Background: an optimization exercise with open tools, aiming at small area. Do not read the settings as production practice.
RTL that was checked went through simulation tests only; none was proved equivalent to the original.
No activity file was given, so power comes from the tool's default toggle rates.

Setup of v15:
==> flow/design.v <==
module led_cube_scan_driver #(
  parameter int          N            = 8,
  parameter int          LAYER_DWELL  = 50000,
  parameter int          BLANK_CYCLES = 500,
  parameter logic [7:0]  SYNC_BYTE    = 8'hA5
) (
  input  logic             clk,
  input  logic             reset_n,
  input  logic             enable,
  input  logic [7:0]       in_data,
  input  logic             in_valid,
  output logic             in_ready,
  output logic [N*N-1:0]   col_out,
  output logic [N-1:0]     layer_out,
  output logic             frame_tick,
  output logic [7:0]       frame_count,
  output logic             sync_err
);
  localparam int NBITS  = N * N * N;
  localparam int NBYTES = NBITS / 8;        
  localparam int AW     = (NBYTES > 1) ? $clog2(NBYTES) : 1;
  localparam int LW     = (N > 1) ? $clog2(N) : 1;
  localparam int WB     = N * N;            
  localparam int NL     = WB / 8;           
  localparam int JW     = (NL > 1) ? $clog2(NL) : 1;
  localparam int NR     = N - 1;            
  localparam int CMAX   = (LAYER_DWELL > BLANK_CYCLES) ? LAYER_DWELL : BLANK_CYCLES;
  localparam int CW     = $clog2(CMAX + 1);
  logic            r_data;       
  logic [AW-1:0]   r_bidx;       
  logic            r_pending;
  logic            r_sync_err;
  logic            w_xfer;
  logic            w_wdata;
  logic            w_last;
  logic [LW-1:0]   w_word;       
  logic [JW-1:0]   w_lane;       
  logic [WB-1:0]   r_bw0;
  logic [NR-1:0][WB-1:0] r_bk;
  logic [LW-1:0]   r_ph;
  logic [7:0]      r_stg [NL];   
  logic            w_hit_cur;    
  logic            w_hit_prev;   
  logic [WB-1:0]   w_bins;       
  logic [N-1:0][WB-1:0] r_front;
  logic            r_fvalid;     
  logic [LW-1:0]   r_cpn;        
  logic            w_copy;
  logic            r_on;
  logic [CW-1:0]   r_cnt;
  logic [LW-1:0]   r_layer;
  logic            w_blank_first;
  logic            w_swap;
  logic [N-1:0]    r_dsel;       
  logic            r_tick;
  logic [7:0]      r_count;
  assign in_ready = ~r_pending;
  assign w_xfer   = in_valid & ~r_pending;
  assign w_wdata  = w_xfer & r_data;
  assign w_last   = w_wdata & (r_bidx == AW'(NBYTES - 1));
  assign w_word   = r_bidx[AW-1 -: LW];
  assign w_lane   = r_bidx[JW-1:0];
  always_ff @(posedge clk or negedge reset_n) begin
    if (!reset_n) begin
      r_data     <= 1'b0;
      r_bidx     <= '0;
      r_sync_err <= 1'b0;
      r_pending  <= 1'b0;
    end else begin
      r_sync_err <= w_xfer & ~r_data & (in_data != SYNC_BYTE);
      if (w_xfer) begin
        if (!r_data) begin
          r_data <= (in_data == SYNC_BYTE);
        end else begin
          r_bidx <= r_bidx + AW'(1);
          if (r_bidx == AW'(NBYTES - 1)) r_data <= 1'b0;
        end
      end
      if (w_last) begin
        r_pending <= 1'b1;
      end else if (w_swap) begin
        r_pending <= 1'b0;
      end
    end
  end
  always_ff @(posedge clk) begin
    for (int j = 0; j < NL; j++) begin
      if (w_wdata && (w_word == '0) && (w_lane == JW'(j))) begin
        r_bw0[j*8 +: 8] <= in_data;
      end
    end
  end
  always_ff @(posedge clk) begin
    if (w_wdata) begin
      r_stg[w_lane] <= in_data;
    end
  end
  assign w_hit_cur  = (w_word != LW'(0)) && (r_ph == w_word - LW'(1));
  assign w_hit_prev = (w_word != LW'(1)) && (r_ph == w_word - LW'(2));
  always_comb begin
    for (int j = 0; j < NL; j++) begin
      w_bins[j*8 +: 8] = ((JW'(j) < w_lane) ? w_hit_cur : w_hit_prev) ? r_stg[j] : r_bk[0][j*8 +: 8];
    end
  end
  always_ff @(posedge clk) begin
    for (int p = 0; p < NR - 1; p++) begin
      r_bk[p] <= r_bk[p+1];
    end
    r_bk[NR-1] <= w_bins;
  end
  always_ff @(posedge clk or negedge reset_n) begin
    if (!reset_n) begin
      r_ph  <= '0;
      r_cpn <= '0;
    end else begin
      r_ph <= (r_ph == LW'(NR - 1)) ? '0 : r_ph + LW'(1);
      if (w_swap) begin
        r_cpn <= LW'(NR - 1);
      end else if (r_cpn != '0) begin
        r_cpn <= r_cpn - LW'(1);
      end
    end
  end
  assign w_copy = w_swap | (r_cpn != '0);
  always_ff @(posedge clk) begin
    if (w_swap) begin
      r_front[0] <= r_bw0;
    end
    for (int w = 1; w < N; w++) begin
      if (w_copy && (r_ph == LW'(w - 1))) begin
        r_front[w] <= w_bins;
      end
    end
  end
  assign w_blank_first = ~r_on && (r_cnt == '0);
  assign w_swap        = enable && w_blank_first && (r_layer == '0) && r_pending;
  always_ff @(posedge clk or negedge reset_n) begin
    if (!reset_n) begin
      r_on    <= 1'b0;
      r_cnt   <= '0;
      r_layer <= '0;
    end else if (!enable) begin
      r_on    <= 1'b0;
      r_cnt   <= '0;
      r_layer <= '0;
    end else if (!r_on) begin
      if (r_cnt == CW'(BLANK_CYCLES - 1)) begin
        r_on  <= 1'b1;
        r_cnt <= '0;
      end else begin
        r_cnt <= r_cnt + CW'(1);
      end
    end else begin
      if (r_cnt == CW'(LAYER_DWELL - 1)) begin
        r_on    <= 1'b0;
        r_cnt   <= '0;
        r_layer <= (r_layer == LW'(N - 1)) ? '0 : r_layer + LW'(1);
      end else begin
        r_cnt <= r_cnt + CW'(1);
      end
    end
  end
  always_ff @(posedge clk or negedge reset_n) begin
    if (!reset_n) begin
      r_fvalid <= 1'b0;
      r_tick   <= 1'b0;
      r_count  <= '0;
      r_dsel   <= '0;
    end else begin
      r_tick  <= w_swap;
      r_count <= r_count + {7'd0, w_swap};
      if (w_swap) begin
        r_fvalid <= 1'b1;
      end
      if (!enable) begin
        r_dsel <= '0;
      end else if (w_blank_first) begin
        r_dsel <= (r_fvalid | w_swap) ? (N'(1) << r_layer) : '0;
      end
    end
  end
  always_comb begin
    col_out = '0;
    for (int l = 0; l < N; l++) begin
      col_out = col_out | ({WB{r_dsel[l]}} & r_front[l]);
    end
  end
  assign layer_out   = r_on ? (N'(1) << r_layer) : '0;
  assign frame_tick  = r_tick;
  assign frame_count = r_count;
  assign sync_err    = r_sync_err;
endmodule
clock: 20.0 ns
lec_check: 0
cap_margin: 20
core_margin: 2
core_utilization: 70
cts_buf_list: sky130_fd_sc_hd__clkbuf_8
cts_cluster_diameter: 50
cts_cluster_size: 16
place_density: 0.8
slew_margin: 20
run.sh (not shown) runs the stock make flow with config.mk's settings and CLKGATE_MAP_FILE= SYNTH_SCRIPT=/design/flow/synth_recipe.tcl, a recipe that flattens the netlist after the stock synthesis.
v15 completed every stage of the flow, and the final layout passed the timing, DRC and antenna checks.
Input changes introduced in v18 (baseline for comparison: v15):
--- a/flow/design.v
+++ b/flow/design.v
@@ -43,9 +43,9 @@
   logic            w_hit_prev;   
   logic [WB-1:0]   w_bins;       
   logic [N-1:0][WB-1:0] r_front;
   logic            r_fvalid;     
-  logic [LW-1:0]   r_cpn;        
+  logic            r_cpy;        
   logic            w_copy;
   logic            r_on;
   logic [CW-1:0]   r_cnt;
   logic [LW-1:0]   r_layer;
@@ -110,19 +110,19 @@
   end
   always_ff @(posedge clk or negedge reset_n) begin
     if (!reset_n) begin
       r_ph  <= '0;
-      r_cpn <= '0;
+      r_cpy <= 1'b0;
     end else begin
       r_ph <= (r_ph == LW'(NR - 1)) ? '0 : r_ph + LW'(1);
       if (w_swap) begin
-        r_cpn <= LW'(NR - 1);
-      end else if (r_cpn != '0) begin
-        r_cpn <= r_cpn - LW'(1);
+        r_cpy <= 1'b1;
+      end else if (w_wdata && (r_bidx == AW'(NL - 1))) begin
+        r_cpy <= 1'b0;
       end
     end
   end
-  assign w_copy = w_swap | (r_cpn != '0);
+  assign w_copy = w_swap | r_cpy;
   always_ff @(posedge clk) begin
     if (w_swap) begin
       r_front[0] <= r_bw0;
     end
Notes after the runs:
- v18 and v15 ended up with roughly the same number of storage elements in the synthesis netlist.
- v18 reports a higher time the final worst path needs with I/O delays and setup than v15 does.
- Min effective utilization at floorplan across v15 and v18: v18
- v18 vs. v15: internal power summed over all cells saw a decrease, total of clock buffers placed in the layout up 6.
- v18 against v15: cell area lower, fraction of final layout cells sized beyond drive strength 1 higher.
- Diff v15 -> v18: antenna cell count flat; largest net degree at the start of global routing down about 1.5%.
Only the layout flow was run in v15; the RTL was not checked for function there.

========
Another version of the RTL of led_cube_scan_driver (not shown whole).
For scale: about 2000 cells after synthesis, roughly 1100 flip-flops, about 0.031 mm2 of cells after synthesis.
==> module led_cube_scan_driver, before the edit <==
module led_cube_scan_driver #(
  parameter int          N            = 8,
  parameter int          LAYER_DWELL  = 50000,
  parameter int          BLANK_CYCLES = 500,
  parameter logic [7:0]  SYNC_BYTE    = 8'hA5
) (
  input  logic             clk,
  input  logic             reset_n,
  input  logic             enable,
  input  logic [7:0]       in_data,
  input  logic             in_valid,
  output logic             in_ready,
  output logic [N*N-1:0]   col_out,
  output logic [N-1:0]     layer_out,
  output logic             frame_tick,
  output logic [7:0]       frame_count,
  output logic             sync_err
);
  localparam int NBITS  = N * N * N;
  localparam int NBYTES = NBITS / 8;        
  localparam int AW     = (NBYTES > 1) ? $clog2(NBYTES) : 1;
  localparam int LW     = (N > 1) ? $clog2(N) : 1;
  localparam int WB     = N * N;            
  localparam int NL     = WB / 8;           
  localparam int JW     = (NL > 1) ? $clog2(NL) : 1;
  localparam int NR     = N - 1;            
  localparam int CMAX   = (LAYER_DWELL > BLANK_CYCLES) ? LAYER_DWELL : BLANK_CYCLES;
  localparam int CW     = $clog2(CMAX + 1);
  logic            r_data;       
  logic [AW-1:0]   r_bidx;       
  logic            r_pending;
  logic            r_sync_err;
  logic            w_xfer;
  logic            w_wdata;
  logic            w_last;
  logic [LW-1:0]   w_word;       
  logic [JW-1:0]   w_lane;       
  logic [WB-1:0]   r_bw0;
  logic [NR-1:0][WB-1:0] r_bk;
  logic [LW-1:0]   r_ph;
  logic [7:0]      r_stg [NL];   
  logic            w_hit_cur;    
  logic            w_hit_prev;   
  logic [WB-1:0]   w_bins;       
  logic [WB-1:0]   r_fw0;
  logic [NR-1:0][WB-1:0] r_ft;
  logic            r_fvalid;     
  logic            r_cpy;        
  logic            w_copy;
  logic            r_on;
  logic [CW-1:0]   r_cnt;
  logic [LW-1:0]   r_layer;
  logic            w_blank_first;
  logic            w_swap;
  logic [NR:0]     r_dsel;       
  logic [NR-1:0]   w_pos;        
  logic [LW+1:0]   w_pos_n;
  logic            r_tick;
  logic [7:0]      r_count;
  assign in_ready = ~r_pending;
  assign w_xfer   = in_valid & ~r_pending;
  assign w_wdata  = w_xfer & r_data;
  assign w_last   = w_wdata & (r_bidx == AW'(NBYTES - 1));
  assign w_word   = r_bidx[AW-1 -: LW];
  assign w_lane   = r_bidx[JW-1:0];
  always_ff @(posedge clk or negedge reset_n) begin
    if (!reset_n) begin
      r_data     <= 1'b0;
      r_bidx     <= '0;
      r_sync_err <= 1'b0;
      r_pending  <= 1'b0;
    end else begin
      r_sync_err <= w_xfer & ~r_data & (in_data != SYNC_BYTE);
      if (w_xfer) begin
        if (!r_data) begin
          r_data <= (in_data == SYNC_BYTE);
        end else begin
          r_bidx <= r_bidx + AW'(1);
          if (r_bidx == AW'(NBYTES - 1)) r_data <= 1'b0;
        end
      end
      if (w_last) begin
        r_pending <= 1'b1;
      end else if (w_swap) begin
        r_pending <= 1'b0;
      end
    end
  end
  always_ff @(posedge clk) begin
    for (int j = 0; j < NL; j++) begin
      if (w_wdata && (w_word == '0) && (w_lane == JW'(j))) begin
        r_bw0[j*8 +: 8] <= in_data;
      end
    end
  end
  always_ff @(posedge clk) begin
    if (w_wdata) begin
      r_stg[w_lane] <= in_data;
    end
  end
  assign w_hit_cur  = (w_word != LW'(0)) && (r_ph == w_word - LW'(1));
  assign w_hit_prev = (w_word != LW'(1)) && (r_ph == w_word - LW'(2));
  always_comb begin
    for (int j = 0; j < NL; j++) begin
      w_bins[j*8 +: 8] = ((JW'(j) < w_lane) ? w_hit_cur : w_hit_prev) ? r_stg[j] : r_bk[0][j*8 +: 8];
    end
  end
  always_ff @(posedge clk) begin
    for (int p = 0; p < NR - 1; p++) begin
      r_bk[p] <= r_bk[p+1];
      r_ft[p] <= r_ft[p+1];
    end
    r_bk[NR-1] <= w_bins;
    r_ft[NR-1] <= w_copy ? w_bins : r_ft[0];
  end
  always_ff @(posedge clk or negedge reset_n) begin
    if (!reset_n) begin
      r_ph  <= '0;
      r_cpy <= 1'b0;
    end else begin
      r_ph <= (r_ph == LW'(NR - 1)) ? '0 : r_ph + LW'(1);
      if (w_swap) begin
        r_cpy <= 1'b1;
      end else if (w_wdata && (r_bidx == AW'(NL - 1))) begin
        r_cpy <= 1'b0;
      end
    end
  end
  assign w_copy = w_swap | r_cpy;
  always_ff @(posedge clk) begin
    if (w_swap) begin
      r_fw0 <= r_bw0;
    end
  end
  assign w_blank_first = ~r_on && (r_cnt == '0);
  assign w_swap        = enable && w_blank_first && (r_layer == '0) && r_pending;
  always_ff @(posedge clk or negedge reset_n) begin
    if (!reset_n) begin
      r_on    <= 1'b0;
      r_cnt   <= '0;
      r_layer <= '0;
    end else if (!enable) begin
      r_on    <= 1'b0;
      r_cnt   <= '0;
      r_layer <= '0;
    end else if (!r_on) begin
      if (r_cnt == CW'(BLANK_CYCLES - 1)) begin
        r_on  <= 1'b1;
        r_cnt <= '0;
      end else begin
        r_cnt <= r_cnt + CW'(1);
      end
    end else begin
      if (r_cnt == CW'(LAYER_DWELL - 1)) begin
        r_on    <= 1'b0;
        r_cnt   <= '0;
        r_layer <= (r_layer == LW'(N - 1)) ? '0 : r_layer + LW'(1);
      end else begin
        r_cnt <= r_cnt + CW'(1);
      end
    end
  end
  always_ff @(posedge clk or negedge reset_n) begin
    if (!reset_n) begin
      r_fvalid <= 1'b0;
      r_tick   <= 1'b0;
      r_count  <= '0;
      r_dsel   <= '0;
    end else begin
      r_tick  <= w_swap;
      r_count <= r_count + {7'd0, w_swap};
      if (w_swap) begin
        r_fvalid <= 1'b1;
      end
      if (!enable) begin
        r_dsel <= '0;
      end else if (w_blank_first) begin
        if (!(r_fvalid | w_swap)) begin
          r_dsel <= '0;
        end else if (r_layer == '0) begin
          r_dsel <= {1'b1, {NR{1'b0}}};
        end else begin
          r_dsel <= {1'b0, w_pos};
        end
      end else begin
        r_dsel <= {r_dsel[NR], r_dsel[0], r_dsel[NR-1:1]};
      end
    end
  end
  assign w_pos_n = (LW + 2)'(r_layer) + (LW + 2)'(2 * NR - 2) - (LW + 2)'(r_ph);
  assign w_pos   = NR'(1) << (w_pos_n % (LW + 2)'(NR));
  always_comb begin
    col_out = {WB{r_dsel[NR]}} & r_fw0;
    for (int p = 0; p < NR; p++) begin
      col_out = col_out | ({WB{r_dsel[p]}} & r_ft[p]);
    end
  end
  assign layer_out   = r_on ? (N'(1) << r_layer) : '0;
  assign frame_tick  = r_tick;
  assign frame_count = r_count;
  assign sync_err    = r_sync_err;
endmodule
==> flow/config.mk <==
export PLATFORM = sky130hd
export DESIGN_NAME = led_cube_scan_driver
export DESIGN_NICKNAME = led_cube_scan_driver
export VERILOG_FILES = /design/flow/design.v
export SDC_FILE = /design/flow/constraint.sdc
export NUM_CORES = 4
export LEC_CHECK = 0
export CAP_MARGIN = 20
export CORE_MARGIN = 2
export CORE_UTILIZATION = 70
export CTS_BUF_LIST = sky130_fd_sc_hd__clkbuf_8
export CTS_CLUSTER_DIAMETER = 50
export CTS_CLUSTER_SIZE = 16
export PLACE_DENSITY = 0.8
export SLEW_MARGIN = 20
==> flow/constraint.sdc <==
create_clock -name core_clock -period 20.0 [get_ports {clk}]
set_input_delay 4.0000 -clock core_clock [delete_from_list [all_inputs] [get_ports {clk}]]
set_output_delay 4.0000 -clock core_clock [all_outputs]
set_load 0.01 [all_outputs]
standard.sh (not shown) runs the stock make flow with config.mk's settings and CLKGATE_MAP_FILE= SYNTH_SCRIPT=/design/flow/synth_recipe.tcl, a recipe that flattens the netlist after the stock synthesis.
==> flow/flow/run.sh <==
#!/bin/bash
# The standard layout (the standard.sh: standard synthesis, ORFS floorplan to
# finish), with one change: the port buffers that ORFS inserts on every input and
# output are sky130_fd_sc_hd__buf_1 instead of the resizer's default choice.
set -euo pipefail
bash standard.sh "BUFFER_PORTS_ARGS=-buffer_cell sky130_fd_sc_hd__buf_1" finish > standard.log 2>&1
Edit:
--- a/flow/design.v
+++ b/flow/design.v
@@ -43,6 +43,5 @@
   logic            w_hit_prev;   
   logic [WB-1:0]   w_bins;       
-  logic [WB-1:0]   r_fw0;
-  logic [NR-1:0][WB-1:0] r_ft;
+  logic [N-1:0][WB-1:0] r_front;
   logic            r_fvalid;     
   logic            r_cpy;        
@@ -53,7 +52,5 @@
   logic            w_blank_first;
   logic            w_swap;
-  logic [NR:0]     r_dsel;       
-  logic [NR-1:0]   w_pos;        
-  logic [LW+1:0]   w_pos_n;
+  logic [N-1:0]    r_dsel;       
   logic            r_tick;
   logic [7:0]      r_count;
@@ -109,8 +106,6 @@
     for (int p = 0; p < NR - 1; p++) begin
       r_bk[p] <= r_bk[p+1];
-      r_ft[p] <= r_ft[p+1];
     end
     r_bk[NR-1] <= w_bins;
-    r_ft[NR-1] <= w_copy ? w_bins : r_ft[0];
   end
   always_ff @(posedge clk or negedge reset_n) begin
@@ -130,5 +125,10 @@
   always_ff @(posedge clk) begin
     if (w_swap) begin
-      r_fw0 <= r_bw0;
+      r_front[0] <= r_bw0;
+    end
+    for (int w = 1; w < N; w++) begin
+      if (w_copy && (r_ph == LW'(w - 1))) begin
+        r_front[w] <= w_bins;
+      end
     end
   end
@@ -176,22 +176,12 @@
         r_dsel <= '0;
       end else if (w_blank_first) begin
-        if (!(r_fvalid | w_swap)) begin
-          r_dsel <= '0;
-        end else if (r_layer == '0) begin
-          r_dsel <= {1'b1, {NR{1'b0}}};
-        end else begin
-          r_dsel <= {1'b0, w_pos};
-        end
-      end else begin
-        r_dsel <= {r_dsel[NR], r_dsel[0], r_dsel[NR-1:1]};
+        r_dsel <= (r_fvalid | w_swap) ? (N'(1) << r_layer) : '0;
       end
     end
   end
-  assign w_pos_n = (LW + 2)'(r_layer) + (LW + 2)'(2 * NR - 2) - (LW + 2)'(r_ph);
-  assign w_pos   = NR'(1) << (w_pos_n % (LW + 2)'(NR));
   always_comb begin
-    col_out = {WB{r_dsel[NR]}} & r_fw0;
-    for (int p = 0; p < NR; p++) begin
-      col_out = col_out | ({WB{r_dsel[p]}} & r_ft[p]);
+    col_out = '0;
+    for (int l = 0; l < N; l++) begin
+      col_out = col_out | ({WB{r_dsel[l]}} & r_front[l]);
     end
   end
Global-route usage climbs by 1.4 points; final cell count is lower by about 1.7%; sequential share of layout area is higher by 4.8 points; setup slack gets worse by 0.017 ns; power goes up by 5.0%; critical path depth stays the same; worst hold slack is better by 0.013 ns; area after synthesis increases by about 10%; clock skew fell by 0.011 ns; cell area went up by 11%; fmax is about the same; non-clock buffer count goes up by 13.
Only the layout flow was run in the first run of this note; the RTL was not checked for function there.

## static timing again, ports no longer ideal
Ports are ideal in the flow. The routed layouts listed here were re-timed in OpenROAD. Step 1 (the two cells are an assumption about what drives the block):
set clk [get_ports {clk}]
set_driving_cell -lib_cell sky130_fd_sc_hd__clkbuf_16 $clk
set_driving_cell -lib_cell sky130_fd_sc_hd__buf_2 [delete_from_list [all_inputs] $clk]
Step 2, shift: input delay + t, output delay - t, t = (earliest + latest rising clock arrival at the registers) / 2. This alone moves slack from input paths to output paths. Three values: ideal, step 1, step 2; two values: the first two.
run | t, ns | setup WS [ns] | worst register clock-pin slew, ns
v15 | 0.754 | 12.790 / 12.738 / 12.693 | 0.10 / 0.10
v18 | 0.754 | 12.784 / 12.728 / 13.284 | 0.11 / 0.11
the first run of note 2 | 0.736 | 13.084 / 13.030 / 13.407 | 0.10 / 0.10
the second run of note 2 | 0.745 | 13.066 / 13.012 / 13.340 | 0.10 / 0.10
After both steps setup and hold are still met in every run listed. For v15, which loses most, drivers alone change the setup slack by -0.052 ns; drivers and shift together by -0.097 ns.
